Context: an optimization exercise on an open-source flow, tuned for small area, a short achievable clock period and few clock cycles. The choices shown serve that exercise and are no tape-out recipe.
Where RTL was checked, it was by simulation tests only, not by an equivalence proof against the original.
No functional check of the RTL was part of runs 1, 2, 6 and 7.
Power figures rest on the tool's default switching activity, not on a simulated workload.

`design/flow/constraint.sdc`:
```
create_clock -name core_clock -period 5.5 [get_ports {ACLK}]
set_input_delay 1.1000 -clock core_clock [delete_from_list [all_inputs] [get_ports {ACLK}]]
set_output_delay 1.1000 -clock core_clock [all_outputs]
set_load 0.01 [all_outputs]
```
`design/flow/design.v`:
```
`default_nettype none
package axiAhbPkg;
    localparam int AddrWidth    = 32;
    localparam int DataWidth    = 32;
    localparam int IdWidth      = 4;
    localparam int MaxBeats     = 16;
    localparam int BeatIdxWidth = 4;
    typedef enum logic [1:0]
    {
        OKAY   = 2'd0,
        SLVERR = 2'd2
    } axiResp_e;
    typedef enum logic [1:0]
    {
        IDLE   = 2'd0,
        NONSEQ = 2'd2
    } ahbTrans_e;
    typedef enum logic [2:0]
    {
        BYTE = 3'd0,
        HALF = 3'd1,
        WORD = 3'd2
    } axiSize_e;
    typedef struct packed
    {
        logic [IdWidth-1:0]      id;
        logic [AddrWidth-1:0]    addr;
        logic [BeatIdxWidth-1:0] len;
        axiSize_e                size;
    } burstReq_t;
    typedef struct packed
    {
        logic [DataWidth-1:0] data;
        logic                 err;
    } readBeat_t;
endpackage
`default_nettype wire
`timescale 1ns/1ps
`default_nettype none
module axiToAhbBridge (
    input  wire         ACLK,
    input  wire         rst,
    input  wire         awValid,
    output logic        awReady,
    input  wire  [3:0]  awId,
    input  wire  [31:0] awAddr,
    input  wire  [3:0]  awLen,
    input  wire  [2:0]  awSize,
    input  wire         wValid,
    output logic        wReady,
    input  wire  [31:0] wData,
    input  wire         wLast,
    output logic        bValid,
    input  wire         bReady,
    output logic [3:0]  bId,
    output logic [1:0]  bResp,
    input  wire         arValid,
    output logic        arReady,
    input  wire  [3:0]  arId,
    input  wire  [31:0] arAddr,
    input  wire  [3:0]  arLen,
    input  wire  [2:0]  arSize,
    output logic        rValid,
    input  wire         rReady,
    output logic [3:0]  rId,
    output logic [31:0] rData,
    output logic [1:0]  rResp,
    output logic        rLast,
    output logic [31:0] hAddr,
    output logic        hWrite,
    output logic [2:0]  hSize,
    output logic [1:0]  hTrans,
    output logic [31:0] hWData,
    input  wire  [31:0] hRData,
    input  wire         hReady,
    input  wire         hResp
);
    logic [31:0] addr;       
    logic [3:0]  cnt;        
    logic [1:0]  size;
    logic [3:0]  id;
    logic        wr;         
    logic        err;        
    logic [31:0] data;       
    logic        idle;       
    logic        ap;         
    logic        dp;         
    logic        rp;         
    logic        wA;         
    logic        rA;         
    logic        rDp;        
    logic        rRp;        
    logic        wDpL;       
    logic        wRp;        
    logic        ldW;
    logic        ldR;
    logic [31:0] cAddr;
    logic [1:0]  cSize;
    logic [3:0]  cCnt;
    logic        issue;
    logic        accept;
    logic        dpDone;
    logic        respValid;
    logic        respReady;
    logic        apN;
    logic        dpN;
    logic        rpN;
    logic        wrN;
    assign wA   = ap && wr;
    assign rA   = ap && !wr;
    assign rDp  = dp && !wr;
    assign rRp  = rp && !wr;
    assign wDpL = dp && wr && !ap;
    assign wRp  = rp && wr;
    assign arReady = idle;
    assign awReady = idle && !arValid;
    assign ldR     = arValid && idle;
    assign ldW     = awValid && awReady;
    assign cAddr = idle ? arAddr : addr;
    assign cSize = idle ? arSize[1:0] : size;
    assign cCnt  = idle ? arLen : cnt;
    assign issue  = (wA && wValid) || (rA && hReady && rReady) || ldR;
    assign accept = issue && hReady;
    assign dpDone = dp && hReady;
    assign hTrans = {issue, 1'b0};
    assign hAddr  = cAddr;
    assign hWrite = !idle && wr;
    assign hSize  = {1'b0, cSize};
    assign hWData = data;
    assign wReady = wA && hReady;
    assign bValid = wRp || (wDpL && hReady);
    assign bId    = id;
    assign bResp  = {err || (dp && hResp), 1'b0};
    assign rValid = rRp || (rDp && hReady);
    assign rId    = id;
    assign rData  = rp ? data : hRData;
    assign rResp  = {rp ? err : hResp, 1'b0};
    assign rLast  = !ap;
    logic [11:0] incAddr;
    logic [3:0]  decCnt;
    assign incAddr = cAddr[11:0] + (12'd1 << cSize);
    assign decCnt  = cCnt - 4'd1;
    assign respValid = bValid || rValid;
    assign respReady = wr ? bReady : rReady;
    assign wrN = idle ? ldW : wr;
    assign apN = ldW || ((ap || ldR) && !(accept && (cCnt == 4'd0)));
    assign dpN = accept || (dp && !hReady);
    assign rpN = respValid && !respReady;
    always_ff @(posedge ACLK)
    begin
        if (rst)
        begin
            idle <= 1'b1;
            ap   <= 1'b0;
            dp   <= 1'b0;
            rp   <= 1'b0;
        end
        else
        begin
            idle <= !(apN || dpN || rpN);
            ap   <= apN;
            dp   <= dpN;
            rp   <= rpN;
        end
    end
    logic ldDW;
    logic ldDR;
    logic ldDH;
    assign ldDW = wr && accept;
    assign ldDR = !wr && dpDone;
    assign ldDH = !(ldDW || ldDR);
    always_ff @(posedge ACLK)
    begin
        data <= ({32{ldDW}} & wData) | ({32{ldDR}} & hRData) | ({32{ldDH}} & data);
    end
    always_ff @(posedge ACLK)
    begin
        if (ldW)
        begin
            addr <= awAddr;
            cnt  <= awLen;
            size <= awSize[1:0];
        end
        else
        begin
            addr[31:12] <= cAddr[31:12];
            addr[11:0]  <= accept ? incAddr : cAddr[11:0];
            cnt         <= accept ? decCnt : cCnt;
            size        <= cSize;
        end
        wr <= wrN;
        if (idle)
        begin
            id  <= ldW ? awId : arId;
            err <= 1'b0;
        end
        else if (wr)
            err <= err || (dp && hResp);
        else if (dpDone)
            err <= hResp;
    end
endmodule
`default_nettype wire
```
`design/flow/config.mk`:
```
export PLATFORM = sky130hd
export DESIGN_NAME = axiToAhbBridge
export DESIGN_NICKNAME = axiToAhbBridge
export VERILOG_FILES = /design/flow/design.v
export SDC_FILE = /design/flow/constraint.sdc
export NUM_CORES = 4
export LEC_CHECK = 0
export CAP_MARGIN = 20
export CORE_MARGIN = 2
export CORE_UTILIZATION = 55
export PLACE_DENSITY = 0.7
export SETUP_SLACK_MARGIN = 2.65
export SLEW_MARGIN = 20
```
`design/flow/standard.sh`:
```
#!/bin/bash
# synth_recipe.tcl (not shown) runs the flow's synth.tcl, then flattens the netlist and writes it again
# the make line also repeats each setting of config.mk as NAME=value (left out here)
make -C /OpenROAD-flow-scripts/flow DESIGN_CONFIG=/design/flow/config.mk WORK_HOME=/design/flow/orfs CLKGATE_MAP_FILE= SYNTH_SCRIPT=/design/flow/synth_recipe.tcl "${@:-finish}"
```
`design/flow/flow/run.sh`:
```
#!/bin/bash
set -euo pipefail
export BUFFER_PORTS_ARGS="-buffer_cell sky130_fd_sc_hd__buf_1"
export CTS_ARGS="-sink_clustering_enable -repair_clock_nets -dont_use_dummy_load -buf_list sky130_fd_sc_hd__clkbuf_8 -root_buf sky130_fd_sc_hd__clkbuf_8"
if ! bash standard.sh finish > make_finish.log 2>&1; then
  tail -50 make_finish.log
  exit 1
fi
```
==> results of run 1 <==
## metrics by stage
step | setup WS [ps] | total power, mW | hold slack [ps]
finish | 2680 | 1.89 | 459
global placement | 2430 | 1.52 | 442
global route | 2630 | 2.01 | 474
detailed placement | 2310 | 1.55 | 449
CTS | 2650 | 1.88 | 461
floorplan | 2660 | 1.31 | 475
## flip-flops by register name, indices dropped and copies added (netlist names)
signal  count
dp          1
addr       32
size        2
rp          1
idle        1
id          4
ap          1
err         1
data       32
cnt         4
wr          1
## metal layers
metal	vias to the layer above	global-route usage [%]	wire, um
li1	2237	-	-
met1	2079	32.3	5020
met4	0	8.46	223
met3	21	6.29	1000
met5	-	0	0
met2	185	50.5	6630
## worst max-delay path, delay by kind of cell
family	cells	cell delay [ps]
AND/OR/NAND/NOR	2	130
AO/OA/AOI/OAI	1	200
buffers and inverters	2	280
## Yosys cell counts (2+ instances only)
master    count
a22oi_1      32
nor3_1        3
nand2_1      97
o211a_1       2
o21ai_1       2
and3_1        2
mux2i_1       9
dfxtp_1      75
ha_1          6
nor2_1       84
inv_1        11
o21a_1        5
buf_2         9
nand3_1       3
mux2_2       62
a21oi_1      22
buf_4        11
a21o_1        2
nor2b_1       2
nand4_1       4
o21ai_0       5
a31oi_1       3
o31ai_1       3
xnor2_1       8
buf_6         7
edfxtp_1      5
clkbuf_1     12
## worst paths after layout
path / from / end / slack, ps / cells past startpoint
min reg2reg: data[19]$_DFF_P_ / data[19]$_DFF_P_ / 460 / 2
max: hReady / bValid / 2680 / 5
max reg2reg: idle$_SDFF_PP1_ / addr[10]$_DFF_P_ / 2930 / 11
min: data[19]$_DFF_P_ / data[19]$_DFF_P_ / 460 / 2
## kinds of logic after synthesis
family                   count (synthesis)  synth area share (%)
AND/OR/NAND/NOR                        201                  18.9
AO/OA/AOI/OAI                           87                  14.2
flip-flops                              80                  37.9
multiplexers                            71                  18.1
buffers and inverters                   51                  6.81
XOR/XNOR                                 9                  1.81
adder cells (fa/ha/maj)                  7                  2.18
other                                    1                0.0861
## report_power, final
part / internal [mW] / switching, mW / leakage [nW]
logic: 0.283 / 0.394 / 1.53
clock network: 0.146 / 0.184 / 0.0647
registers: 0.762 / 0.117 / 0.682
total: 1.19 / 0.695 / 2.28
## timing repair
| item | in CTS | in global routing |
|---|---|---|
| pin swaps | 0 | 3 |
| endpoints found under the setup margin | 40 | 27 |
| endpoints found under the hold margin | 0 | 0 |
| gates resized for setup | 7 | 11 |
| buffers inserted | 2 | 2 |
## cell type report
cell class	count	area share (%)
clock buffers	9	2.23
flip-flops and latches	80	29.7
repair buffers	282	20.5
well taps	102	2.29
inverters	12	0.854
multi-input cells	379	44.4
==> results.txt, run 1 <==
- The run finished with no timing, DRC or antenna violations.
- The top cell types in the final layout, fill and taps aside, are 268 x buf_1, 96 x nand2_1, 82 x nor2_1.
- The diode insertion count for antenna repair is 0.
- From synthesis to final layout, the design area changed by 27.8%.
- The number of buffers added by the clock tree synthesis step is 9.
- Setup violations remaining at the end of the flow were counted as 0.
- Dividing the synthesized area by the synthesized cell count gives 8.59 um2.
- The startpoint type of the worst setup path is an input port.
- The post-detailed-routing wire length is 12900 um.
- The share of synthesized area occupied by flip-flops and latches is 37.9%.
- The synthesized design spends more area on one cell type than any other, namely dfxtp_1.
- Hold repair after CTS inserted 0 buffers.
- The area of the core region is 7690 um2.
- The sequential cells in the finished layout cover a total of 1660 um2.
- After layout, the worst path uses 51.2% of the clock period.
- The cell area that synthesis handed to floorplanning was 4350 um2.
- Once detailed placement completed, the half-perimeter wirelength came to 9590 um.
- The number of placement rows is 32.
- The capturing element type of the critical path is an output pin.
- The clock latency of the later-clocked register in the worst-skew pair is 340 ps.
- The chip width is 93.0 um.
- Once layout is complete, the cells apart from fillers number 864.
- The areal power density over the cells is 339 nW/um2.
- The first global-routing pass estimated 19100 um of wire.
- The number of warnings reported in the yosys synthesis log is 1.
- The count of nets left with antenna violations once routing finished came out at 0.
- The initial antenna violation count is 0.
- The pin count of the biggest net entering global routing is 52.
- The critical path arrival is 1720 ps.
- The root buffer cell chosen for the clock tree is clkbuf_8.
- Among all stages on the critical path, the largest delay is contributed by o21a_1.
- The number of global-route vias before repair is 4136.
- From bottom edge to top edge, the die measures 93.0 um.
- The critical path goes through clkbuf_4, nand2_2, nor2_2, o21a_1, buf_6.
- The final hold violation count was 0.
- The post-route netlist has 13.9% of its cells at a drive strength greater than 1.
- The number of port buffers is 272.
- After technology mapping, the gate count stands at 507.
- The all-layer global routing usage is 27.7%.
- Setup repair after global routing could not meet its margin everywhere.
- In the synthesized netlist the dominant register cell turns out to be dfxtp_1.
- Counting flops with an async set or reset pin after synthesis yields a share of 0%.
- The cell area after placement is 5330 um2.
- The minimum clock period is 2820 ps.
- Measured against its own limit, the worst slew margin works out to 46.7%.
- The number of synthesized flops with an enable pin is 5.
- The layout has 658 filler cells.
- The routability-driven placement congestion ratio is 0.851.
- The number of unique standard cell types used by synthesis is 48.
- The leakage dissipation is 2.28 nW.
- After detailed placement, the design holds a cell count of 850.
- The summed area of non-filler cells in the final layout is 5570 um2.
- The average routed wire per standard cell is 14.9 um.
- The area of the multi-input gates is 2470 um2.
- The max-slew violation count is 0.
- TritonCTS built the clock tree.
- The detailed router placed 4522 vias in this run.
- Of the post-synthesis cell area, the dominant cell type holds 34.5%.
- The maximum clock insertion buffer count is 2.
- The highest cell delay on the worst timing path is 200 ps.
- The worst-case IR drop observed on VDD is 179 uV.
- The die covers 8640 um2.
- The actual transition at the worst max-transition pin is 798 ps.
- For this run, design rule violations remaining after detail routing come to 0.
- The top-level port count is 280.
- Clock-pin slew was measured on the worst setup and hold paths at 80 ps.
- The critical path class is input port to output pin.
- The max-cap check violation count is 0.
- The first TritonRoute pass finished after 5 iterations.
- Synthesis inferred 80 register bits.
- For this configuration, the core starts out at a cell density of 56.6%.
- By area the synthesized netlist is led by dfxtp_1 34%, mux2_2 16%, nand2_1 8.4%.
- The most common library cell in the layout ignoring fill and taps is buf_1.
- Cells fill 72.4% of the core in the end.
- The overall overflow remaining after global route is 0.
- In this run the worst path has a maximum fanout of 4.
- The path category of the worst min-delay check is register to register.
- Data on the critical path is required at its endpoint by 4400 ps.
- The total negative slack for setup checks is 0 ps.
- The maximum clock skew at final layout is 22.3 ps.
- The net count of the finished layout is 931.
- Derived from the worst setup path, the maximum achievable clock frequency is 355 MHz.
- The level count of the clock H-tree is 3.
- Clock tree synthesis found a total of 80 sinks.
- For this block, the initial DRC count from the detailed router was 137.
- The post-detailed-route via-to-cell ratio is 5.23.
==> run 2, diff against run 1 <==
--- a/design/flow/design.v
+++ b/design/flow/design.v
@@ -168,4 +168,4 @@
     logic ldDH;
-    assign ldDW = wr && accept;
-    assign ldDR = !wr && dpDone;
+    assign ldDW = wReady;
+    assign ldDR = rDp && hReady;
     assign ldDH = !(ldDW || ldDR);
@@ -192,10 +192,4 @@
         if (idle)
-        begin
-            id  <= ldW ? awId : arId;
-            err <= 1'b0;
-        end
-        else if (wr)
-            err <= err || (dp && hResp);
-        else if (dpDone)
-            err <= hResp;
+            id <= ldW ? awId : arId;
+        err <= !idle && (wr ? bResp[1] : rResp[1]);
     end
==> results.txt, run 2 <==
- The run finished with no timing, DRC or antenna violations.
- The chip height is 92.0 um (-1.0%).
- The fraction of power consumed by the clock network was 17.6% (about the same).
- The share of synthesized area occupied by flip-flops and latches is 38.7% (+0.81 points).
- The level count of the clock H-tree is 3 (unchanged).
- The clock latency of the later-clocked register in the worst-skew pair came to 340 ps (about the same).
- Leaving out fill and tap cells, the most frequent cell in the layout is buf_1.
- The max-cap check violation count is 0 (unchanged).
- The maximum clock skew at final layout is 25.9 ps (+3.59 ps).
- The internal power of the cells is 1.18 mW (-1.3%).
- The capturing element type of the critical path is an output pin.
- In this run the most critical hold path is launched from data[15]$_DFF_P_.
- In this run the critical register-to-register path is launched from idle$_SDFF_PP1_.
- The required time at the worst-slack endpoint is 4400 ps (about the same).
- The clock sink count came to 80 (unchanged).
- The number of nets still failing antenna checks after routing is 0 (unchanged).
- The critical path arrival was 1700 ps (-20 ps).
- The launch point of the worst path is hReady.
- The fraction of post-synthesis cell area in the top cell type by area came to 35.2% (+0.74 points).
- The wire length of the first global-routing pass is 19300 um (+0.87%).
- The number of synthesized flops with an enable pin is 5 (unchanged).
- The routability-driven placement congestion ratio came to 0.869 (+2.1%).
- The number of unique standard cell types used by synthesis is 42 (-13%).
- The via count came to 4478 (-0.97%).
- The post-placement worst setup slack was 2360 ps (+48.5 ps).
- The area of the core region is 7610 um2 (-1.0%).
- The number of placement rows is 32 (unchanged).
- The cell with the most instances after synthesis is nand2_1.
- The post-detailed-route via-to-cell ratio is 5.25 (+0.30%).
- The diode insertion count for antenna repair is 0 (unchanged).
- The total of hold buffers inserted after clock tree synthesis is 0 (unchanged).
- The post-synth design cell area is 4260 um2 (-2.1%).
- The path class of the tightest hold or removal check is register to register.
- The post-detailed-routing wire length is 12500 um (-2.8%).
- The signal on the critical path passes through clkbuf_4, nand2_4, nor2_2, o21a_1, buf_6.
- The starting DRC count in detailed routing is 160 (+17%).
- The library cells used most frequently in the layout, excluding fill and tap cells, are 268 x buf_1, 88 x nand2_1, 80 x nor2_1.
- The smallest setup slack after layout is 2700 ps (+11.6 ps).
- The cell family contributing the most delay on the critical path is buffers and inverters.
- The reported net switching power is 668 uW (-3.8%).
- The area of the die came to 8470 um2 (-2.0%).
- The pin count of the biggest net entering global routing is 50 (-3.8%).
- The sequential cell area came to 1660 um2 (unchanged).
- The highest achievable clock rate came to 357 MHz (+0.41%).
- The combinational power share is 35.5% (-0.4 points).
- The relative area change from synthesis to final layout is 29.8%.
- The overall overflow remaining after global route is 0 (unchanged).
- The length of the first detailed-routing pass in iterations came to 4 (-1).
- The number of warnings reported in the yosys synthesis log is 1 (unchanged).
- The highest cell delay on the worst timing path is 210 ps (about the same).
- The average routed wire per standard cell is 14.7 um (-1.6%).
- The max-slew headroom at the worst pin was 47.1% (+0.39 points).
- The number of global-route vias before repair is 4122 (-0.34%).
- The layout cell share with drive strength beyond 1 is 14.0% (+0.071 points).
- Setup repair after global routing could not meet its margin everywhere.
- The proportion of total power due to net switching is 36.2% (-0.60 points).
- The leakage dissipation is 2.28 nW (about the same).
- The proportion of synthesized flip-flops having asynchronous set or reset is 0% (unchanged).
- The number of setup violations in the final report is 0 (unchanged).
- The startpoint type of the worst setup path is an input port.
- The final hold violation count is 0 (unchanged).
- The maximum VDD drop is 191 uV (+6.5%).
- Sorting the synthesized cells by how often they occur yields 89 x nand2_1, 84 x nor2_1, 75 x dfxtp_1.
- The sum of net half-perimeters after detailed placement is 9430 um (-1.7%).
- The max-slew violation count came to 0 (unchanged).
- The all-layer global routing usage is 28.3% (+0.64 points).
- The fraction of power consumed by sequential logic is 47.0% (+0.4 points).
- The initial antenna violation count was 0 (unchanged).
- The area of the multi-input gates came to 2430 um2 (-1.5%).
- The largest registers in the layout are addr (32), data (32).
- The starting density of the core is 56.0% (-0.60 points).
- The critical path class is input port to output pin.
- The chip width was 92.0 um (-1.0%).
- For this run, the leading register cell type out of synthesis is dfxtp_1.
- The number of buffer and inverter instances along the worst setup path is 2 (unchanged).
- The minimum clock period was 2800 ps (-11.6 ps).
- The total negative slack for setup checks is 0 ps (unchanged).
- The actual transition at the worst max-transition pin was 793 ps (-4.32 ps).
- The net count of the finished layout was 920 (-1.2%).
- The number of remaining DRC errors is 0 (unchanged).
- Sorting the synthesized cells by area gives the leading types as dfxtp_1 35%, mux2_2 16%, nand2_1 7.8%.
- The biggest fanout along the worst timing path is 7 (+3).
- The top-level port count is 280 (unchanged).
- The sum of internal, switching and leakage power is 1.84 mW (-2.2%).
- The number of buffers added by the clock tree synthesis step came to 9 (unchanged).
- The CTS tree is built.
- The clock transition at the register clock pins on the worst setup and hold paths after CTS is 70 ps (about the same).
- Among all stages on the critical path, the largest delay is contributed by o21a_1.
- The total of fill cells in the finished design came to 672 (+2.1%).
- Of all cell types, the one taking the most synthesized area is dfxtp_1.
- The maximum clock insertion buffer count was 2 (unchanged).
- The average footprint of a synthesized cell is 8.58 um2 (-0.13%).
- The areal power density over the cells is 333 nW/um2 (-1.7%).
- The final worst-path cycle share is 51.0% (-0.21 points).
- The gate count after technology mapping is 497 (-2.0%).
- Clock tree synthesis selected as its root buffer the cell clkbuf_8.
- The number of port buffers is 272 (unchanged).
- The number of synthesized register bits is 80 (unchanged).
==> run 2: cell count changes in the layout (fill, tap and decap cells not counted), sizes merged, moves of 3 or more <==
cell    delta
nand2b     +4
o21a       -3
xnor2      -3
nor3       -3
a21oi      -3
nand2      -8
xor2       +3
nand3      +3
==> run 2: kinds of logic (layout without fill, tap and decap cells) <==
| logic type | after synthesis | count (layout) | share of synthesized area, % |
|---|---|---|---|
| multiplexers | 74 | 74 | 19.3 |
| flip-flops | 80 | 80 | 38.7 |
| adder cells (fa/ha/maj) | 7 | 7 | 2.23 |
| AO/OA/AOI/OAI | 78 | 78 | 12.4 |
| XOR/XNOR | 9 | 9 | 1.85 |
| other | 1 | 4 | 0.0880 |
| AND/OR/NAND/NOR | 199 | 199 | 19.2 |
| buffers and inverters | 49 | 300 | 6.22 |
==> run 2: worst min-delay path: cells and delay by family (launching register included) <==
family           cells  cell delay [ps]
AND/OR/NAND/NOR      2               90
flip-flops           1              320
==> run 2: power by group through the flow <==
stage	registers [mW]	logic, mW	clock network [mW]
2_1_floorplan	0.894	0.389	0
6_report	0.866	0.654	0.324
4_1_cts	0.864	0.652	0.334
3_3_place_gp	0.868	0.623	0
3_5_place_dp	0.880	0.636	0
5_1_grt	0.885	0.726	0.355
==> run 2: layer usage <==
metal / up-vias / wire [um] / GRT usage [%]
li1: 2196 / - / -
met1: 2072 / 5100 / 34.1
met2: 189 / 6330 / 50.6
met3: 21 / 860 / 5.92
met4: 0 / 232 / 9.08
met5: - / 0 / 0
==> run 2: path summary, 6_finish.rpt <==
path	endpoint	slack, ps	depth (start not counted)
setup / recovery	bValid	2700	5
hold / removal	data[15]$_DFF_P_	460	2
setup reg to reg	addr[8]$_DFF_P_	2960	11
hold reg to reg	data[15]$_DFF_P_	460	2
==> run 2: what timing repair did <==
item / in CTS / in global routing
resized for setup: 11 / 9
setup endpoints to repair: 29 / 24
buffers inserted: 2 / 1
gates cloned: 1 / 0
pin swaps: 0 / 5
==> run 2: layout make-up <==
cell class	count	share of cell area, %
clock buffer	9	2.24
inverter	9	0.611
multi-input combinational	371	44.0
sequential	80	29.9
tap	102	2.31
timing repair buffer	282	20.9
==> run 2: through the flow <==
stage               cell area, um2  hold slack, ps  util, %  cells
floorplan                     4330             475        -    500
global placement              5290             442     69.6    840
global route                  5530             474     72.7    853
detailed placement            5290             447     69.6    840
finish                        5530             459     72.7    853
CTS                           5500             460     72.2    852
==> run 3, diff against run 2 <==
--- a/design/flow/design.v
+++ b/design/flow/design.v
@@ -135,3 +135,3 @@
     assign rId    = id;
-    assign rData  = rp ? data : hRData;
+    assign rData  = (rp || wr) ? data : hRData;
     assign rResp  = {rp ? err : hResp, 1'b0};
@@ -165,11 +165,5 @@
     end
-    logic ldDW;
-    logic ldDR;
-    logic ldDH;
-    assign ldDW = wReady;
-    assign ldDR = rDp && hReady;
-    assign ldDH = !(ldDW || ldDR);
     always_ff @(posedge ACLK)
     begin
-        data <= ({32{ldDW}} & wData) | ({32{ldDR}} & hRData) | ({32{ldDH}} & data);
+        data <= wReady ? wData : rData;
     end
--- a/design/flow/config.mk
+++ b/design/flow/config.mk
@@ -11,3 +11,3 @@
 export PLACE_DENSITY = 0.7
-export SETUP_SLACK_MARGIN = 2.65
+export SETUP_SLACK_MARGIN = 2.7
 export SLEW_MARGIN = 20
==> results.txt, run 3 <==
- The net count of the finished layout is 862 (-6.3%).
- Traced cell by cell, the critical path runs through buf_1, mux2i_2, inv_1, buf_1.
- The most common library cell in the layout ignoring fill and taps is buf_1.
- The number of buffers added by the clock tree synthesis step is 9 (unchanged).
- The post-placement worst setup slack was 2420 ps (+59.5 ps).
- The cell at the root of the clock tree is clkbuf_8.
- The area of the core region is 7250 um2 (-4.7%).
- The starting DRC count in detailed routing is 136 (-15%).
- The leakage dissipation is 2.22 nW (-2.8%).
- Broken down by cell family, the worst path's largest delay share belongs to buffers and inverters.
- Setup repair after global routing could not meet its margin everywhere.
- The biggest fanout along the worst timing path came to 3 (-4).
- The proportion of synthesized flip-flops having asynchronous set or reset is 0% (unchanged).
- The required time at the worst-slack endpoint came to 4400 ps (about the same).
- The final worst-path cycle share is 50.7% (-0.28 points).
- The most used flip-flop cell after synthesis is dfxtp_1.
- The clock sink count was 80 (unchanged).
- The wire length of the first global-routing pass is 19000 um (-1.5%).
- The top-level port count is 280 (unchanged).
- The utilization after layout came to 75.0% (+2.3 points).
- The number of setup violations in the final report was 0 (unchanged).
- The sum of net half-perimeters after detailed placement is 9640 um (+2.3%).
- The pin count of the biggest net entering global routing is 54 (+8.0%).
- The clock transition at the register clock pins on the worst setup and hold paths after CTS is 70 ps (about the same).
- The max-slew headroom at the worst pin came to 58.5% (+11 points).
- By area the synthesized netlist is led by dfxtp_1 36%, mux2_2 25%, nor2_1 7.4%.
- The highest cell delay on the worst timing path is 240 ps (+30 ps).
- The max-slew violation count was 0 (unchanged).
- The number of synthesized flops with an enable pin is 5 (unchanged).
- The level count of the clock H-tree was 3 (unchanged).
- The chip height is 90.7 um (-1.4%).
- The share of synthesized area occupied by flip-flops and latches is 39.9% (+1.2 points).
- For this design, the slowest cell found on the critical path is mux2i_2.
- The final hold violation count is 0 (unchanged).
- The average footprint of a synthesized cell came to 9.68 um2 (+13%).
- The actual transition at the worst max-transition pin came to 622 ps (-171 ps).
- The maximum VDD drop is 189 uV (-0.97%).
- The maximum clock insertion buffer count is 2 (unchanged).
- The via count is 4050 (-9.6%).
- The fraction of post-synthesis cell area in the top cell type by area was 36.3% (+1.1 points).
- The largest registers in the layout are addr (32), data (32).
- The number of port buffers is 272 (unchanged).
- The number of buffer and inverter instances along the worst setup path is 3 (+1).
- The startpoint type of the worst setup path is an input port.
- The number of synthesized register bits is 80 (unchanged).
- The initial antenna violation count is 1 (+1).
- The number of placement rows is 31 (-3.1%).
- The number of nets still failing antenna checks after routing is 0 (unchanged).
- The highest achievable clock rate is 359 MHz (+0.56%).
- The number of unique standard cell types used by synthesis came to 47 (+12%).
- dfxtp_1 takes more of the synthesized area than any other cell.
- The area of the die was 8230 um2 (-2.9%).
- The run finished with no timing, DRC or antenna violations.
- The post-detailed-routing wire length is 12600 um (+0.72%).
- The all-layer global routing usage is 29.4% (+1.0 points).
- The gate count after technology mapping came to 427 (-14%).
- The relative area change from synthesis to final layout is 31.6%.
- The maximum clock skew at final layout is 22.7 ps (-3.17 ps).
- The max-cap check violation count is 0 (unchanged).
- The worst hold-check slack was 556 ps (+97.8 ps).
- The routability-driven placement congestion ratio is 0.817 (-6.0%).
- The layout cell share with drive strength beyond 1 is 20.2% (+6.2 points).
- The starting density of the core is 57.0% (+0.98 points).
- The chip width is 90.7 um (-1.4%).
- The smallest setup slack after layout is 2710 ps (+15.5 ps).
- In the layout the commonest cells are 267 x buf_1, 91 x mux2_2, 80 x nor2_1.
- The total of fill cells in the finished design is 596 (-11%).
- The most numerous cell type found on the critical path is buf_1.
- The overall overflow remaining after global route is 0 (unchanged).
- The post-synth design cell area is 4140 um2 (-3.0%).
- The total negative slack for setup checks came to 0 ps (unchanged).
- The post-detailed-route via-to-cell ratio was 5.11 (-2.7%).
- The critical path arrival came to 1690 ps (about the same).
- The cell with the most instances after synthesis is mux2_2.
- The tightest min-delay check is of the register to register type.
- The average routed wire per standard cell is 15.9 um (+8.3%).
- The critical path class is input port to output pin.
- The total of hold buffers inserted after clock tree synthesis was 0 (unchanged).
- The number of global-route vias before repair is 3903 (-5.3%).
- The areal power density over the cells is 304 nW/um2 (-8.7%).
- The length of the first detailed-routing pass in iterations is 4 (unchanged).
- The number of remaining DRC errors is 0 (unchanged).
- By count the netlist is led by 91 x mux2_2, 82 x nor2_1, 75 x dfxtp_1.
- The number of warnings reported in the yosys synthesis log is 1 (unchanged).
- The capturing element type of the critical path is an output pin.
- The clock latency of the later-clocked register in the worst-skew pair was 340 ps (about the same).
- The CTS tree is built.
- The minimum clock period was 2790 ps (-15.5 ps).
-- run 3: changes by cell type in the layout (fill, tap and decap cells not counted), sizes merged, moves of 5 or more --
cell    change
nand2b      -5
nand2      -58
mux2       +29
a22oi      -32
-- run 3: path summary, 6_finish.rpt --
kind / from / to / cells after the start / slack [ps]
hold reg to reg: dp$_SDFF_PP0_ / dp$_SDFF_PP0_ / 2 / 560
hold / removal: dp$_SDFF_PP0_ / dp$_SDFF_PP0_ / 2 / 560
setup / recovery: arAddr[7] / hAddr[7] / 4 / 2710
setup reg to reg: idle$_SDFF_PP1_ / addr[8]$_DFF_P_ / 12 / 2890
-- run 3: power breakdown --
group | total (mW) | internal (mW) | switching [mW]
clock | 0.329 | 0.146 | 0.183
combinational | 0.590 | 0.271 | 0.319
sequential | 0.736 | 0.688 | 0.0486
-- run 3: repair_timing --
action	CTS	global route
setup endpoints to repair	106	45
setup buffers	5	2
hold endpoints to repair	0	0
pin swaps	0	4
gates resized for setup	8	10
gates cloned	0	1
-- run 3: layout make-up --
type                       count  area (um2)  share of cell area [%]
multi-input combinational    307        2320                    42.7
tap                           99         124                    2.28
sequential                    80        1660                    30.4
timing repair buffer         284        1160                    21.4
inverter                      13        48.8                   0.897
antenna                        1        2.50                  0.0460
clock buffer                   9         124                    2.28
-- run 3: worst reg2reg max path, cell delays in order, from the launching register on --
cell	delay, ps
dfxtp_4	500
buf_6	220
mux2i_4	280
inv_2	80
nor2_2	80
ha_2	180
inv_1	50
fa_2	360
nor2b_2	140
o21a_1	170
o2111a_1	210
xnor2_1	140
o21ai_2	60
-- run 3: logic make-up after synthesis --
logic type / Yosys count / share of synthesized area, %
compound gates: 52 / 8.50
xor+xnor: 12 / 2.54
fa+ha+maj: 7 / 2.30
buf+inv: 43 / 5.75
flops: 80 / 39.9
mux: 105 / 28.3
other cells: 1 / 0.0907
simple gates: 127 / 12.6
-- run 3: per-layer routing --
layer	track usage, %	routed length (um)	vias up	share of wire (%)
met2	54.2	6470	184	51
met4	12.4	391	0	3.1
met3	7.85	944	26	7.5
met1	31.3	4800	1855	38
met5	0	0	-	0
li1	-	-	1985	-
-- run 3: per-stage QoR --
step | std cells | area (um2) | power, mW
2_1_floorplan | 430 | 4190 | 1.13
3_3_place_gp | 775 | 5170 | 1.29
3_5_place_dp | 775 | 5170 | 1.31
4_1_cts | 789 | 5370 | 1.64
5_1_grt | 793 | 5440 | 1.75
6_report | 793 | 5440 | 1.66
Testbench counts of run 3, summed over its fixed seeds: cycles 19,428.
==> run 4, diff against run 3 <==
--- a/design/flow/config.mk
+++ b/design/flow/config.mk
@@ -11,3 +11,3 @@
 export PLACE_DENSITY = 0.7
-export SETUP_SLACK_MARGIN = 2.7
+export SETUP_SLACK_MARGIN = 2.65
 export SLEW_MARGIN = 20
==> results.txt, run 4 <==
- In the final layout, the registers with the most flip-flops are addr (32), data (32).
- By count the netlist is led by 91 x mux2_2, 82 x nor2_1, 75 x dfxtp_1.
- The final hold violation count came to 0 (unchanged).
- The max-cap check violation count is 0 (unchanged).
- The cell at the root of the clock tree is clkbuf_8.
- TritonCTS built the clock tree.
- The total negative slack for setup checks came to 0 ps (unchanged).
- The max-slew violation count is 0 (unchanged).
- The critical path arrival is 1700 ps (about the same).
- The post-detailed-routing wire length is 12400 um (-1.4%).
- The number of synthesized register bits is 80 (unchanged).
- The maximum VDD drop is 202 uV (+7.0%).
- The highest achievable clock rate is 357 MHz (-0.51%).
- Setup repair after global routing could not meet its margin everywhere.
- The capturing element type of the critical path is an output pin.
- The critical-path cell with the highest stage delay is buf_12.
- The average routed wire per standard cell came to 15.7 um (-1.2%).
- The chip height was 90.7 um (unchanged).
- The clock transition at the register clock pins on the worst setup and hold paths after CTS came to 60 ps (about the same).
- The sequential cell area is 1660 um2 (unchanged).
- The relative area change from synthesis to final layout came to 31.4% (about the same).
- The sum of internal, switching and leakage power is 1.65 mW (-0.61%).
- The number of global-route vias before repair is 3792 (-2.8%).
- The via count is 4059 (+0.22%).
- The routability-driven placement congestion ratio was 0.909 (+11%).
- The number of buffers added by the clock tree synthesis step is 9 (unchanged).
- The biggest fanout along the worst timing path is 17 (+14).
- In the layout the commonest cells are 269 x buf_1, 91 x mux2_2, 81 x nor2_1.
- The run finished with no timing, DRC or antenna violations.
- The post-placement worst setup slack was 2330 ps (-94.3 ps).
- The area of the die is 8230 um2 (unchanged).
- The all-layer global routing usage is 29.0% (-0.34 points).
- The number of remaining DRC errors is 0 (unchanged).
- The starting density of the core came to 57.0% (unchanged).
- The clock latency of the later-clocked register in the worst-skew pair is 340 ps (about the same).
- The net count of the finished layout is 859 (-0.35%).
- The top-level port count was 280 (unchanged).
- The number of placement rows came to 31 (unchanged).
- The most common library cell in the layout ignoring fill and taps is buf_1.
- The pin count of the biggest net entering global routing was 54 (unchanged).
- The leakage dissipation was 2.21 nW (-0.34%).
- The chip width is 90.7 um (unchanged).
- The starting DRC count in detailed routing was 106 (-22%).
- The average footprint of a synthesized cell was 9.68 um2 (unchanged).
- The number of setup violations in the final report came to 0 (unchanged).
- Yosys attributes the largest share of cell area to dfxtp_1 36%, mux2_2 25%, nor2_1 7.4%.
- The proportion of synthesized flip-flops having asynchronous set or reset is 0% (unchanged).
- The layout cell share with drive strength beyond 1 is 19.6% (-0.64 points).
- The maximum clock insertion buffer count is 2 (unchanged).
- The min-delay analysis places its worst path in the category register to register.
- The setup path with the least slack is of type input port to output pin.
- STA classifies the critical path startpoint as an input port.
- The largest total area in the synthesized netlist belongs to dfxtp_1.
- The post-synth design cell area came to 4140 um2 (unchanged).
- The sum of net half-perimeters after detailed placement is 9590 um (-0.55%).
- The highest cell delay on the worst timing path is 170 ps (-70 ps).
- The level count of the clock H-tree is 3 (unchanged).
- The number of nets still failing antenna checks after routing came to 0 (unchanged).
- The overall overflow remaining after global route came to 0 (unchanged).
- The final worst-path cycle share came to 51.0% (+0.26 points).
- The cell with the most instances after synthesis is mux2_2.
- Traced cell by cell, the critical path runs through buf_4, nand3_4, buf_12, inv_1, buf_2.
- The fraction of post-synthesis cell area in the top cell type by area is 36.3% (unchanged).
- The gate count after technology mapping is 427 (unchanged).
- The share of synthesized area occupied by flip-flops and latches is 39.9% (unchanged).
- The area of the multi-input gates came to 2320 um2 (-0.16%).
- The number of warnings reported in the yosys synthesis log is 1 (unchanged).
- The required time at the worst-slack endpoint is 4400 ps (about the same).
- The number of port buffers is 272 (unchanged).
- The actual transition at the worst max-transition pin is 650 ps (+27.5 ps).
- The initial antenna violation count is 3 (+2).
- The total of fill cells in the finished design was 601 (+0.84%).
- The number of unique standard cell types used by synthesis is 47 (unchanged).
- The post-detailed-route via-to-cell ratio came to 5.13 (+0.35%).
- The length of the first detailed-routing pass in iterations came to 4 (unchanged).
- The most used flip-flop cell after synthesis is dfxtp_1.
- The maximum clock skew at final layout is 16.2 ps (-6.57 ps).
- The area of the core region is 7250 um2 (unchanged).
- The areal power density over the cells is 303 nW/um2 (-0.52%).
- The max-slew headroom at the worst pin is 56.6% (-1.8 points).
- The smallest setup slack after layout is 2700 ps (-14.4 ps).
- The clock sink count came to 80 (unchanged).
- The number of synthesized flops with an enable pin is 5 (unchanged).
- The wire length of the first global-routing pass is 18900 um (-0.62%).
- The minimum clock period is 2800 ps (+14.4 ps).
## run 4: cell counts after synthesis
Identical to the previous run, type by type.
## run 4: worst paths after layout
path                   start               to  slack, ps  depth (start not counted)
min            dp$_SDFF_PP0_    dp$_SDFF_PP0_        540                          2
max                   hReady           wReady       2700                          5
min reg2reg    dp$_SDFF_PP0_    dp$_SDFF_PP0_        540                          2
max reg2reg  idle$_SDFF_PP1_  addr[8]$_DFF_P_       3020                         11
## run 4: cell families (layout without fill, tap and decap cells)
logic type	after synthesis	in the layout	synth area share [%]
fa+ha+maj	7	7	2.30
simple gates	127	127	12.6
compound gates	52	52	8.50
other cells	1	7	0.0907
buf+inv	43	303	5.75
mux	105	105	28.3
xor+xnor	12	12	2.54
flops	80	80	39.9
## run 4: critical path: cells and delay by family
family / cells / cell delay (ps)
and+or+nand+nor: 1 / 100
buffers and inverters: 4 / 500
## run 4: metrics by stage
stage	instance area, um2	instances	util [%]	hold WS, ps
floorplan	4170	430	-	486
global placement	5150	775	71.1	526
detailed placement	5150	775	71.1	535
CTS	5390	788	74.3	544
global route	5440	792	74.9	573
finish	5440	792	74.9	543
## run 4: area by class of cell
| class | count | share of cell area, % |
|---|---|---|
| diodes | 3 | 0.138 |
| multi-input cells | 307 | 42.7 |
| clock buffers | 9 | 2.28 |
| well taps | 99 | 2.28 |
| flip-flops and latches | 80 | 30.5 |
| inverters | 13 | 0.898 |
| repair buffers | 281 | 21.3 |
## run 4: timing repair
action | 4_1_cts | 5_1_grt
hold buffers | 0 | 0
gates cloned | 1 | 0
pin swaps | 0 | 1
buffers inserted | 3 | 1
endpoints found under the setup margin | 58 | 41
gates resized for setup | 14 | 11
## run 4: where the power goes
part / switching, mW / leakage (nW) / total [mW] / internal, mW
clock: 0.185 / 0.0647 / 0.332 / 0.147
sequential: 0.0474 / 0.683 / 0.735 / 0.687
combinational: 0.314 / 1.46 / 0.579 / 0.265
## run 4: per-layer routing
layer | global-route usage [%] | routed length (um) | vias up
li1 | - | - | 1980
met1 | 31.8 | 4600 | 1870
met2 | 52.2 | 6570 | 187
met3 | 6.93 | 918 | 22
met4 | 14.1 | 340 | 0
met5 | 0 | 0 | -
==> run 5, diff against run 4 <==
==> design/flow/flow/run.sh (replaced) <==
#!/bin/bash
set -euo pipefail
export BUFFER_PORTS_ARGS="-buffer_cell sky130_fd_sc_hd__buf_1"
export CTS_ARGS="-sink_clustering_enable -repair_clock_nets -dont_use_dummy_load -buf_list sky130_fd_sc_hd__clkbuf_4 -root_buf sky130_fd_sc_hd__clkbuf_8"
if ! bash standard.sh finish > make_finish.log 2>&1; then
  tail -50 make_finish.log
  exit 1
fi
==> results.txt, run 5 <==
- In the layout the commonest cells are 269 x buf_1, 91 x mux2_2, 81 x nor2_1.
- The fraction of post-synthesis cell area in the top cell type by area is 36.3% (unchanged).
- The proportion of synthesized area in mux cells is 28.3% (unchanged).
- The leakage dissipation is 2.21 nW (unchanged).
- The chip height was 90.7 um (unchanged).
- The reported net switching power is 546 uW (unchanged).
- The commonest cells after synthesis are 91 x mux2_2, 82 x nor2_1, 75 x dfxtp_1.
- dfxtp_1 takes more of the synthesized area than any other cell.
- The max-slew headroom at the worst pin is 56.6% (unchanged).
- The max-slew violation count was 0 (unchanged).
- The register-to-register setup slack is 3020 ps (about the same).
- The area of the die is 8230 um2 (unchanged).
- The reg-to-reg endpoint is addr[8]$_DFF_P_.
- The post-detailed-routing wire length is 12400 um (unchanged).
- The path category of the worst min-delay check is register to register.
- The critical path class is input port to output pin.
- The all-layer global routing usage is 29.0% (unchanged).
- The max-cap check violation count is 0 (unchanged).
- The proportion of total power due to net switching is 33.2% (unchanged).
- The worst register-to-register path begins at idle$_SDFF_PP1_.
- The final worst-path cycle share is 51.0% (unchanged).
- The average routed wire per standard cell is 15.7 um (unchanged).
- The maximum clock skew at final layout is 16.2 ps (unchanged).
- The number of placement rows is 31 (unchanged).
- The highest achievable clock rate is 357 MHz (unchanged).
- The number of unique standard cell types used by synthesis is 47 (unchanged).
- The capturing element type of the critical path is an output pin.
- The number of synthesized register bits is 80 (unchanged).
- The worst hold path begins at dp$_SDFF_PP0_.
- The number of cells on the worst hold path is 2 (unchanged).
- The gate count after technology mapping came to 427 (unchanged).
- The startpoint type of the worst setup path is an input port.
- The routability-driven placement congestion ratio is 0.909 (unchanged).
- The fraction of power consumed by the clock network was 20.2% (about the same).
- TritonCTS built the clock tree.
- The number of buffers added by the clock tree synthesis step is 9 (unchanged).
- The biggest fanout along the worst timing path is 17 (unchanged).
- The number of synthesized flops with an enable pin is 5 (unchanged).
- The clock latency of the later-clocked register in the worst-skew pair is 340 ps (about the same).
- The maximum clock insertion buffer count is 2 (unchanged).
- The level count of the clock H-tree was 3 (unchanged).
- The largest registers in the layout are addr (32), data (32).
- The pin count of the biggest net entering global routing is 54 (unchanged).
- The share of synthesized area occupied by flip-flops and latches is 39.9% (unchanged).
- The largest family of logic cells by synthesized area is multiplexers.
- The internal power of the cells is 1.10 mW (unchanged).
- The compound-gate portion of the synthesized area is 8.50% (unchanged).
- The layout cell share with drive strength beyond 1 is 19.6% (unchanged).
- The minimum clock period is 2800 ps (unchanged).
- The total negative slack for setup checks is 0 ps (unchanged).
- The fraction of the mapped netlist area in adder cells is 2.30% (unchanged).
- The worst hold-check slack is 543 ps (unchanged).
- The post-detailed-route via-to-cell ratio is 5.13 (unchanged).
- Sorting the synthesized cells by area gives the leading types as dfxtp_1 36%, mux2_2 25%, nor2_1 7.4%.
- The endpoint of the worst hold path is dp$_SDFF_PP0_.
- The number of port buffers is 272 (unchanged).
- The number of warnings reported in the yosys synthesis log was 1 (unchanged).
- The most common cell in the synthesized netlist is mux2_2.
- The flow ran to the end and the layout has no timing, DRC or antenna violations.
- The initial antenna violation count is 3 (unchanged).
- The maximum VDD drop is 202 uV (unchanged).
- The number of global-route vias before repair is 3792 (unchanged).
- The combinational power share is 35.2% (about the same).
- The post-synthesis xor/xnor area fraction is 2.54% (unchanged).
- The area of the core region is 7250 um2 (unchanged).
- The areal power density over the cells is 303 nW/um2 (unchanged).
- The clock sink count is 80 (unchanged).
- The cell at the root of the clock tree is clkbuf_8.
- The top-level port count is 280 (unchanged).
- The overall overflow remaining after global route is 0 (unchanged).
- The fraction of power consumed by sequential logic is 44.6% (about the same).
- The most common library cell in the layout ignoring fill and taps is buf_1.
- The critical path arrival is 1700 ps (about the same).
- The proportion of synthesized flip-flops having asynchronous set or reset is 0% (unchanged).
- The relative area change from synthesis to final layout is 31.4% (unchanged).
- The number of remaining DRC errors is 0 (unchanged).
- The chip width was 90.7 um (unchanged).
- The final hold violation count was 0 (unchanged).
- The number of cells traversed by the worst register-to-register path is 11 (unchanged).
- The commonest register cell after synthesis is dfxtp_1.
- The net count of the finished layout is 859 (unchanged).
- The via count is 4059 (unchanged).
- The number of setup violations in the final report is 0 (unchanged).
- The total of hold buffers inserted after clock tree synthesis is 0 (unchanged).
- The launch point of the worst path is hReady.
- The starting density of the core was 57.0% (unchanged).
- The length of the first detailed-routing pass in iterations was 4 (unchanged).
- The number of nets still failing antenna checks after routing came to 0 (unchanged).
- The starting DRC count in detailed routing is 106 (unchanged).
- The wire length of the first global-routing pass is 18900 um (unchanged).
- The simple-gate area share of the yosys netlist is 12.6% (unchanged).
- Setup repair after global routing could not meet its margin everywhere.
- The average footprint of a synthesized cell is 9.68 um2 (unchanged).
- The post-synth design cell area came to 4140 um2 (unchanged).
- The required time at the worst-slack endpoint is 4400 ps (about the same).
- The sum of net half-perimeters after detailed placement is 9590 um (unchanged).
- The actual transition at the worst max-transition pin is 650 ps (unchanged).
- The clock transition at the register clock pins on the worst setup and hold paths after CTS is 60 ps (about the same).
-- run 5: area by class of cell --
| type | instances | area (um2) |
|---|---|---|
| diodes | 3 | 7.51 |
| multi-input cells | 307 | 2320 |
| repair buffers | 281 | 1160 |
| fillers | 601 | 1820 |
| inverters | 13 | 48.8 |
| flip-flops and latches | 80 | 1660 |
| clock buffers | 9 | 124 |
| well taps | 99 | 124 |
-- run 5: worst max-delay path, stage by stage --
cell and delay (ps):
buf_4 150, nand3_4 100, buf_12 170, inv_1 50, buf_2 130
-- run 5: metal layers --
layer | wire, um | share of wire [%] | track usage [%]
met3 | 918 | 7.4 | 6.93
met4 | 340 | 2.7 | 14.1
met1 | 4600 | 37 | 31.8
met5 | 0 | 0 | 0
met2 | 6570 | 53 | 52.2
-- run 5: through the flow --
step | instance area [um2] | utilization, % | cells | power (mW) | setup WS [ps]
2_1_floorplan | 4170 | - | 430 | 1.12 | 2650
3_3_place_gp | 5150 | 71.1 | 775 | 1.29 | 2330
3_5_place_dp | 5150 | 71.1 | 775 | 1.30 | 2330
4_1_cts | 5390 | 74.3 | 788 | 1.64 | 2660
5_1_grt | 5440 | 74.9 | 792 | 1.74 | 2620
6_report | 5440 | 74.9 | 792 | 1.65 | 2700
-- run 5: worst max-delay path by stage --
stage                           end  cells past startpoint  slack, ps
CTS                        rData[7]                      4       2660
floorplan                    wReady                      4       2650
global route        addr[8]$_DFF_P_                     12       2620
finish                       wReady                      5       2700
global placement             wReady                      5       2330
detailed placement           wReady                      5       2330
-- run 5: cells by family (layout without fill, tap and decap cells) --
kind of cell             after synthesis  in the layout
other                                  1              7
flip-flops                            80             80
XOR/XNOR                              12             12
AND/OR/NAND/NOR                      127            127
multiplexers                         105            105
adder cells (fa/ha/maj)                7              7
AO/OA/AOI/OAI                         52             52
buffers and inverters                 43            303
-- run 5: what timing repair did --
action                     in CTS  in global routing
setup buffers                   3                  1
resized for setup              14                 11
setup endpoints to repair      58                 41
pin swaps                       0                  1
gates cloned                    1                  0
-- run 5: power groups by stage --
stage	clock (mW)	sequential (mW)	combinational, mW
floorplan	0	0.756	0.369
global placement	0	0.747	0.538
finish	0.332	0.735	0.579
detailed placement	0	0.752	0.550
CTS	0.335	0.734	0.570
global route	0.357	0.746	0.633
==> run 6, diff against run 5 <==
--- a/design/flow/design.v
+++ b/design/flow/design.v
@@ -85,2 +85,3 @@
     logic        idle;       
+    logic        wsel;       
     logic        ap;         
@@ -115,9 +116,9 @@
     assign arReady = idle;
-    assign awReady = idle && !arValid;
+    assign awReady = wsel;
     assign ldR     = arValid && idle;
-    assign ldW     = awValid && awReady;
-    assign cAddr = idle ? arAddr : addr;
-    assign cSize = idle ? arSize[1:0] : size;
-    assign cCnt  = idle ? arLen : cnt;
-    assign issue  = (wA && wValid) || (rA && hReady && rReady) || ldR;
+    assign ldW     = wsel;
+    assign cAddr = ({32{idle}} & arAddr) | ({32{wsel}} & awAddr) | ({32{!(idle || wsel)}} & addr);
+    assign cSize = ({2{idle}} & arSize[1:0]) | ({2{wsel}} & awSize[1:0]) | ({2{!(idle || wsel)}} & size);
+    assign cCnt  = ({4{idle}} & arLen) | ({4{wsel}} & awLen) | ({4{!(idle || wsel)}} & cnt);
+    assign issue  = ((wA || wsel) && wValid) || (rA && hReady && rReady) || ldR;
     assign accept = issue && hReady;
@@ -126,6 +127,6 @@
     assign hAddr  = cAddr;
-    assign hWrite = !idle && wr;
+    assign hWrite = wsel || (!idle && wr);
     assign hSize  = {1'b0, cSize};
     assign hWData = data;
-    assign wReady = wA && hReady;
+    assign wReady = (wA || wsel) && hReady;
     assign bValid = wRp || (wDpL && hReady);
@@ -144,4 +145,4 @@
     assign respReady = wr ? bReady : rReady;
-    assign wrN = idle ? ldW : wr;
-    assign apN = ldW || ((ap || ldR) && !(accept && (cCnt == 4'd0)));
+    assign wrN = wsel || (!idle && wr);
+    assign apN = (ap || ldR || wsel) && !(accept && (cCnt == 4'd0));
     assign dpN = accept || (dp && !hReady);
@@ -153,2 +154,3 @@
             idle <= 1'b1;
+            wsel <= 1'b0;
             ap   <= 1'b0;
@@ -159,3 +161,4 @@
         begin
-            idle <= !(apN || dpN || rpN);
+            idle <= !(apN || dpN || rpN) && !(idle && awValid && !arValid);
+            wsel <= idle && awValid && !arValid;
             ap   <= apN;
@@ -171,19 +174,10 @@
     begin
-        if (ldW)
-        begin
-            addr <= awAddr;
-            cnt  <= awLen;
-            size <= awSize[1:0];
-        end
-        else
-        begin
-            addr[31:12] <= cAddr[31:12];
-            addr[11:0]  <= accept ? incAddr : cAddr[11:0];
-            cnt         <= accept ? decCnt : cCnt;
-            size        <= cSize;
-        end
+        addr[31:12] <= cAddr[31:12];
+        addr[11:0]  <= accept ? incAddr : cAddr[11:0];
+        cnt         <= accept ? decCnt : cCnt;
+        size        <= cSize;
         wr <= wrN;
-        if (idle)
-            id <= ldW ? awId : arId;
-        err <= !idle && (wr ? bResp[1] : rResp[1]);
+        if (idle || wsel)
+            id <= wsel ? awId : arId;
+        err <= !(idle || wsel) && (wr ? bResp[1] : rResp[1]);
     end
==> design/flow/flow/run.sh (replaced) <==
#!/bin/bash
set -euo pipefail
export BUFFER_PORTS_ARGS="-buffer_cell sky130_fd_sc_hd__buf_1"
export CTS_ARGS="-sink_clustering_enable -repair_clock_nets -dont_use_dummy_load -buf_list sky130_fd_sc_hd__clkbuf_8 -root_buf sky130_fd_sc_hd__clkbuf_8"
if ! bash standard.sh finish > make_finish.log 2>&1; then
  tail -50 make_finish.log
  exit 1
fi
==> results.txt, run 6 <==
- The run finished with no timing, DRC or antenna violations.
- The number of placement rows is 30 (-3.2%).
- The cell area after placement is 4890 um2 (-5.1%).
- The top-level port count is 280 (unchanged).
- The reg-to-reg endpoint is addr[6]$_DFF_P_.
- The sum of net half-perimeters after detailed placement was 8550 um (-11%).
- The level count of the clock H-tree is 3 (unchanged).
- The post-synth design cell area is 3850 um2 (-6.8%).
- The reported net switching power is 679 uW (+24%).
- The areal power density over the cells was 366 nW/um2 (+21%).
- By count the netlist is led by 77 x dfxtp_1, 70 x mux2_2, 58 x nand2_1.
- The register-to-register setup slack came to 2810 ps (-210 ps).
- The total of hold buffers inserted after clock tree synthesis is 0 (unchanged).
- The average footprint of a synthesized cell is 10.0 um2 (+3.4%).
- The capturing element type of the critical path is an output pin.
- The CTS tree is built.
- After synthesis, the cell types taking the most area are dfxtp_1 40%, mux2_2 20%, a22oi_1 6.2%.
- The fraction of post-synthesis cell area in the top cell type by area is 40.0% (+3.7 points).
- The highest achievable clock rate was 344 MHz (-3.7%).
- The path class of the tightest hold or removal check is register to register.
- The clock sink count is 81 (+1.3%).
- The gate count after technology mapping is 385 (-9.8%).
- The length of the first detailed-routing pass in iterations is 5 (+1).
- The starting density of the core is 56.7% (-0.29 points).
- The area of the die is 7690 um2 (-6.5%).
- The diode insertion count for antenna repair is 0 (-3).
- The number of buffers added by the clock tree synthesis step is 9 (unchanged).
- The overall overflow remaining after global route is 0 (unchanged).
- The highest cell delay on the worst timing path came to 240 ps (+70 ps).
- The required time at the worst-slack endpoint is 4400 ps (about the same).
- The via count is 3822 (-5.8%).
- In the final layout, the registers with the most flip-flops are addr (32), data (32).
- The signal on the critical path passes through buf_1, a22o_1, a21oi_2, inv_2, buf_6.
- The cell at the root of the clock tree is clkbuf_8.
- The library cells used most frequently in the layout, excluding fill and tap cells, are 267 x buf_1, 76 x dfxtp_1, 70 x mux2_2.
- The chip width was 87.7 um (-3.3%).
- The wire length of the first global-routing pass was 15500 um (-18%).
- The area of the core region is 6790 um2 (-6.3%).
- The combinational power share is 41.7% (+6.5 points).
- The synthesized design spends more area on one cell type than any other, namely dfxtp_1.
- The endpoint of the worst hold path is addr[19]$_DFF_P_.
- The commonest register cell after synthesis is dfxtp_1.
- The post-detailed-routing wire length came to 11000 um (-11%).
- The met3 usage is 5.09% (-1.8 points).
- The most common library cell in the layout ignoring fill and taps is buf_1.
- The proportion of synthesized flip-flops having asynchronous set or reset is 0% (unchanged).
- By instance count, the leading cell after synthesis is dfxtp_1.
- The share of synthesized area occupied by flip-flops and latches came to 43.1% (+3.2 points).
- The leakage dissipation is 2.10 nW (-5.1%).
- The internal power of the cells came to 1.24 mW (+12%).
- The average routed wire per standard cell is 14.6 um (-6.7%).
- The proportion of total power due to net switching came to 35.5% (+2.3 points).
- The maximum clock insertion buffer count came to 2 (unchanged).
- STA classifies the critical path startpoint as an input port.
- The routing usage on met1 is 28.3% (-3.5 points).
- The net count of the finished layout is 826 (-3.8%).
- The number of remaining DRC errors was 0 (unchanged).
- The number of global-route vias before repair is 3461 (-8.7%).
- The critical path arrival was 1810 ps (+110 ps).
- The fraction of power consumed by sequential logic was 41.6% (-3.0 points).
- The worst hold-check slack is 449 ps (-94.8 ps).
- The number of cells on the worst hold path is 2 (unchanged).
- The largest individual stage delay along the critical path comes from the cell a22o_1.
- The biggest fanout along the worst timing path came to 4 (-13).
- The met2 global-route usage is 48.8% (-3.4 points).
- The relative area change from synthesis to final layout is 35.8%.
- The number of synthesized register bits was 81 (+1.3%).
- The startpoint identified for the worst hold timing path is addr[19]$_DFF_P_.
- The number of warnings reported in the yosys synthesis log is 1 (unchanged).
- The all-layer global routing usage is 26.0% (-3.0 points).
- The layout cell share with drive strength beyond 1 is 20.2% (+0.68 points).
- The number of port buffers was 272 (unchanged).
- The pin count of the biggest net entering global routing is 51 (-5.6%).
- The chip height is 87.7 um (-3.3%).
- The worst register-to-register path begins at wsel$_SDFF_PP0_.
- The number of setup violations in the final report was 0 (unchanged).
- The clock latency of the later-clocked register in the worst-skew pair came to 330 ps (about the same).
- The number of cells traversed by the worst register-to-register path is 13 (+2).
- The final worst-path cycle share is 52.9% (+2.0 points).
- The max-cap check violation count came to 0 (unchanged).
- The initial antenna violation count is 0 (-3).
- The routability-driven placement congestion ratio is 0.809 (-11%).
- The most used routing layer is met2.
- The max-slew violation count is 0 (unchanged).
- The summed area of non-filler cells in the final layout is 5240 um2 (-3.7%).
- The starting DRC count in detailed routing is 92 (-13%).
- The utilization after layout was 77.1% (+2.1 points).
- The maximum VDD drop is 236 uV (+17%).
- The post-detailed-route via-to-cell ratio is 5.08 (-0.96%).
- The fraction of power consumed by the clock network is 16.7% (-3.5 points).
- The number of unique standard cell types used by synthesis is 43 (-8.5%).
- The clock transition at the register clock pins on the worst setup and hold paths after CTS came to 60 ps (about the same).
- The number of nets still failing antenna checks after routing was 0 (unchanged).
- The minimum clock period is 2910 ps (+108 ps).
- The number of synthesized flops with an enable pin is 4 (-1).
- The critical path class is input port to output pin.
- The total negative slack for setup checks was 0 ps (unchanged).
- The sum of internal, switching and leakage power was 1.92 mW (+16%).
- The maximum clock skew at final layout was 21.7 ps (+5.52 ps).
- The final hold violation count is 0 (unchanged).
- Setup repair after global routing could not meet its margin everywhere.
==> run 6: cell types whose count changed after synthesis, sizes merged, moves of 7 or more <==
cell | previous run | this run
a21oi | 20 | 13
a22oi | 1 | 33
mux2 | 92 | 70
mux2i | 13 | 2
nand2 | 31 | 58
nor2 | 82 | 14
==> run 6: layer usage <==
metal | routed length, um | vias to the layer above
met5 | 0 | -
met3 | 667 | 22
met2 | 5880 | 159
met1 | 4190 | 1755
li1 | - | 1886
met4 | 291 | 0
==> run 6: power groups by stage <==
stage / Clock [mW] / Sequential (mW) / Combinational (mW)
after global routing: 0.357 / 0.813 / 0.881
after global placement: 0 / 0.804 / 0.717
final: 0.320 / 0.796 / 0.800
after CTS: 0.331 / 0.798 / 0.767
after detailed placement: 0 / 0.809 / 0.730
after floorplan: 0 / 0.815 / 0.491
==> run 6: through the flow <==
stage          instances  setup WS, ps
5_1_grt              753          2500
2_1_floorplan        388          2560
3_5_place_dp         730          2320
6_report             753          2590
4_1_cts              747          2620
3_3_place_gp         730          2360
==> run 6: how the worst max path moves through the flow <==
stage	from	to	depth (start not counted)
2_1_floorplan	arSize[1]	addr[6]$_DFF_P_	12
3_3_place_gp	arSize[1]	addr[6]$_DFF_P_	13
3_5_place_dp	arSize[1]	addr[6]$_DFF_P_	13
4_1_cts	wsel$_SDFF_PP0_	hAddr[13]	5
5_1_grt	arSize[1]	addr[6]$_DFF_P_	13
6_report	arSize[1]	hSize[1]	5
==> run 6: worst max-delay path, delay by kind of cell <==
kind                   cells  cell delay [ps]
buffers and inverters      3              290
AO/OA/AOI/OAI              2              420
==> run 6: kinds of logic after synthesis <==
kind of cell	share of synthesized area, %
buf+inv	6.04
xor+xnor	2.73
other cells	0.0973
mux	21.0
compound gates	14.2
simple gates	10.4
fa+ha+maj	2.47
flops	43.1
==> run 6: repair_timing <==
item	CTS	global route
resized for setup	14	13
hold endpoints to repair	0	0
setup buffers	8	6
endpoints found under the setup margin	78	42
pin swaps	2	7
==> run 6: cell type report <==
type	instances	area [um2]
multi-input cells	259	2040
flip-flops and latches	81	1670
fillers	530	1560
repair buffers	291	1220
clock buffers	9	124
well taps	96	120
inverters	17	63.8
==> run 7, diff against run 6 <==
--- a/design/flow/config.mk
+++ b/design/flow/config.mk
@@ -11,3 +11,3 @@
 export PLACE_DENSITY = 0.7
-export SETUP_SLACK_MARGIN = 2.65
+export SETUP_SLACK_MARGIN = 2.72
 export SLEW_MARGIN = 20
==> results.txt, run 7 <==
- The most area-hungry cell type in the Yosys netlist is dfxtp_1.
- The reported net switching power came to 747 uW (+10%).
- The gate count after technology mapping is 385 (unchanged).
- The sum of net half-perimeters after detailed placement is 8720 um (+2.1%).
- The cell at the root of the clock tree is clkbuf_8.
- The clock sink count is 81 (unchanged).
- The max-slew headroom at the worst pin is 63.1%.
- Setup repair after global routing could not meet its margin everywhere.
- The max-slew violation count was 0 (unchanged).
- The simple-gate area share of the yosys netlist was 10.4% (unchanged).
- The largest registers in the layout are addr (32), data (32).
- STA classifies the critical path endpoint as an output pin.
- The area of the die is 7690 um2 (unchanged).
- The number of setup violations in the final report was 0 (unchanged).
- The proportion of synthesized flip-flops having asynchronous set or reset came to 0% (unchanged).
- The layout cell share with drive strength beyond 1 is 25.3% (+5.0 points).
- The post-synthesis xor/xnor area fraction is 2.73% (unchanged).
- The post-detailed-routing wire length is 12900 um (+17%).
- The average footprint of a synthesized cell came to 10.0 um2 (unchanged).
- The number of warnings reported in the yosys synthesis log was 1 (unchanged).
- The flow ran to the end and the layout has no timing, DRC or antenna violations.
- Yosys attributes the largest share of cell area to dfxtp_1 40%, mux2_2 20%, a22oi_1 6.2%.
- The required time at the worst-slack endpoint is 4400 ps (about the same).
- The fraction of the mapped netlist area in adder cells was 2.47% (unchanged).
- The number of placement rows was 30 (unchanged).
- The level count of the clock H-tree is 3 (unchanged).
- The overall overflow remaining after global route came to 0 (unchanged).
- The number of synthesized flops with an enable pin is 4 (unchanged).
- The largest family of logic cells by synthesized area is multiplexers.
- The length of the first detailed-routing pass in iterations was 4 (-1).
- The areal power density over the cells is 369 nW/um2 (+0.75%).
- The net count of the finished layout is 846 (+2.4%).
- The fraction of power consumed by sequential logic is 39.3% (-2.3 points).
- The path category of the worst min-delay check is register to register.
- The summed area of non-filler cells in the final layout was 5540 um2 (+5.8%).
- The library cells used most frequently in the layout, excluding fill and tap cells, are 260 x buf_1, 74 x dfxtp_1, 70 x mux2_2.
- The clock latency of the later-clocked register in the worst-skew pair was 340 ps (about the same).
- The final worst-path cycle share is 51.4% (-1.5 points).
- The number of port buffers is 272 (unchanged).
- The post-detailed-route via-to-cell ratio was 5.19 (+2.3%).
- The pin count of the biggest net entering global routing is 50 (-2.0%).
- Among all cell types in the netlist, the one instantiated most often is dfxtp_1.
- The top-level port count is 280 (unchanged).
- The number of unique standard cell types used by synthesis is 43 (unchanged).
- The most used flip-flop cell after synthesis is dfxtp_1.
- The number of synthesized register bits is 81 (unchanged).
- The routability-driven placement congestion ratio is 0.763 (-5.7%).
- The number of global-route vias before repair is 3656 (+5.6%).
- The proportion of total power due to net switching is 36.6% (+1.2 points).
- The via count is 4015 (+5.0%).
- The chip height came to 87.7 um (unchanged).
- The relative area change from synthesis to final layout is 43.7%.
- Walking the worst path, the cells encountered are buf_1, a22o_1, a21oi_2, inv_1, buf_2.
- The maximum VDD drop is 222 uV (-6.2%).
- The leakage dissipation is 2.26 nW (+7.6%).
- The proportion of synthesized area in mux cells is 21.0% (unchanged).
- The fraction of power consumed by the clock network came to 16.1% (-0.6 points).
- The starting DRC count in detailed routing was 99 (+7.6%).
- The internal power of the cells is 1.29 mW (+4.7%).
- The wire length of the first global-routing pass was 17300 um (+12%).
- The average routed wire per standard cell was 16.7 um (+14%).
- The highest cell delay on the worst timing path came to 220 ps (-20 ps).
- For this design, the slowest cell found on the critical path is a22o_1.
- The utilization after layout is 81.5% (+4.4 points).
- The area of the core region came to 6790 um2 (unchanged).
- The number of nets still failing antenna checks after routing is 0 (unchanged).
- The max-cap check violation count was 0 (unchanged).
- The share of synthesized area occupied by flip-flops and latches came to 43.1% (unchanged).
- The fraction of post-synthesis cell area in the top cell type by area is 40.0% (unchanged).
- TritonCTS built the clock tree.
- The compound-gate portion of the synthesized area was 14.2% (unchanged).
- The post-synth design cell area is 3850 um2 (unchanged).
- The clock transition at the register clock pins on the worst setup and hold paths after CTS is 60 ps (about the same).
- The initial antenna violation count is 0 (unchanged).
- The maximum clock skew at final layout is 14.9 ps (-6.74 ps).
- The number of buffers added by the clock tree synthesis step is 9 (unchanged).
- The minimum clock period came to 2830 ps (-83.2 ps).
- The diode insertion count for antenna repair is 0 (unchanged).
- The total negative slack for setup checks is 0 ps (unchanged).
- The maximum clock insertion buffer count is 2 (unchanged).
- The all-layer global routing usage is 29.3% (+3.3 points).
- For the pin with the worst max-slew slack, the measured transition is 552 ps.
- The starting density of the core came to 56.7% (unchanged).
- The sum of internal, switching and leakage power was 2.04 mW (+6.6%).
- The number of remaining DRC errors was 0 (unchanged).
- The critical path arrival was 1730 ps (-80 ps).
- By startpoint and endpoint, the worst setup path is classified as input port to output pin.
- The biggest fanout along the worst timing path is 2 (-2).
- The chip width is 87.7 um (unchanged).
- The final hold violation count was 0 (unchanged).
- The combinational power share is 44.6% (+2.9 points).
- The worst setup path is launched from an input port.
- The cell area after placement is 4890 um2 (-0.15%).
- The highest achievable clock rate is 354 MHz (+2.9%).
- After synthesis, the most frequently instantiated cells are 77 x dfxtp_1, 70 x mux2_2, 58 x nand2_1.
- The most common library cell in the layout ignoring fill and taps is buf_1.
- The total of hold buffers inserted after clock tree synthesis is 0 (unchanged).
[run 7: layer usage]
metal  global-route usage (%)  share of wire, %  vias to the layer above
li1                         -                 -                     1936
met2                     53.4                52                      167
met5                        0                 0                        -
met3                     6.88               6.0                       25
met1                     32.7                39                     1887
met4                     11.9               2.4                        0
[run 7: through the flow]
| stage | hold slack, ps | worst slack [ps] | std cells |
|---|---|---|---|
| CTS | 447 | 2690 | 755 |
| global route | 469 | 2610 | 773 |
| detailed placement | 430 | 2180 | 728 |
| global placement | 430 | 2200 | 728 |
| finish | 447 | 2670 | 773 |
| floorplan | 478 | 2560 | 388 |
[run 7: area by class of cell]
type                       count  area, um2
sequential                    81       1670
fill                         458       1260
multi-input combinational    260       2120
timing repair buffer         310       1440
clock buffer                   9        124
inverter                      17       63.8
tap                           96        120
[run 7: final timing paths]
check / startpoint / to / slack (ps) / cells after the start
setup / recovery: arAddr[8] / hAddr[8] / 2670 / 5
hold / removal: addr[30]$_DFF_P_ / addr[30]$_DFF_P_ / 450 / 2
setup reg to reg: wsel$_SDFF_PP0_ / addr[6]$_DFF_P_ / 3010 / 13
hold reg to reg: addr[30]$_DFF_P_ / addr[30]$_DFF_P_ / 450 / 2
[run 7: repair_timing]
item	CTS	global route
gates cloned	0	2
endpoints found under the setup margin	82	57
pin swaps	11	13
buffers inserted	18	15
gates resized for setup	35	17
[run 7: logic make-up (layout without fill, tap and decap cells)]
group | after synthesis | in the layout
mux | 72 | 72
other cells | 1 | 4
compound gates | 75 | 75
fa+ha+maj | 7 | 7
simple gates | 89 | 90
flops | 81 | 81
xor+xnor | 12 | 12
buf+inv | 48 | 336
[run 7: power groups by stage]
stage	combinational (mW)	clock (mW)	sequential, mW
2_1_floorplan	0.493	0	0.816
3_3_place_gp	0.704	0	0.823
3_5_place_dp	0.720	0	0.830
4_1_cts	0.830	0.329	0.807
5_1_grt	0.985	0.356	0.815
6_report	0.912	0.328	0.802
[run 7: worst max-delay path: cells and delay by family]
family          cells  cell delay (ps)
buf+inv             3              280
compound gates      2              350

-- re-timing with driven ports --
Ports are ideal in the flow. The routed layouts listed here were re-timed in OpenROAD. Step 1, drivers: a clkbuf_16 drives ACLK and a buf_2 each remaining input, both assumed. Step 2, shift: input delay + t, output delay - t, t = (earliest + latest rising clock arrival at the registers) / 2. This alone moves slack from input paths to output paths. Three values: ideal, step 1, step 2; two values: the first two.
| run | shift t [ns] | setup slack, ns |
|---|---|---|
| run 1 | 0.362 | 2.685 / 2.646 / 2.408 |
| run 2 | 0.358 | 2.696 / 2.660 / 2.416 |
| run 3 | 0.367 | 2.712 / 2.683 / 2.435 |
| run 4 | 0.367 | 2.698 / 2.653 / 2.423 |
| run 5 | 0.367 | 2.698 / 2.653 / 2.423 |
| run 6 | 0.355 | 2.590 / 2.569 / 2.292 |
| run 7 | 0.362 | 2.673 / 2.632 / 2.398 |
After both steps setup and hold are still met in every run listed.
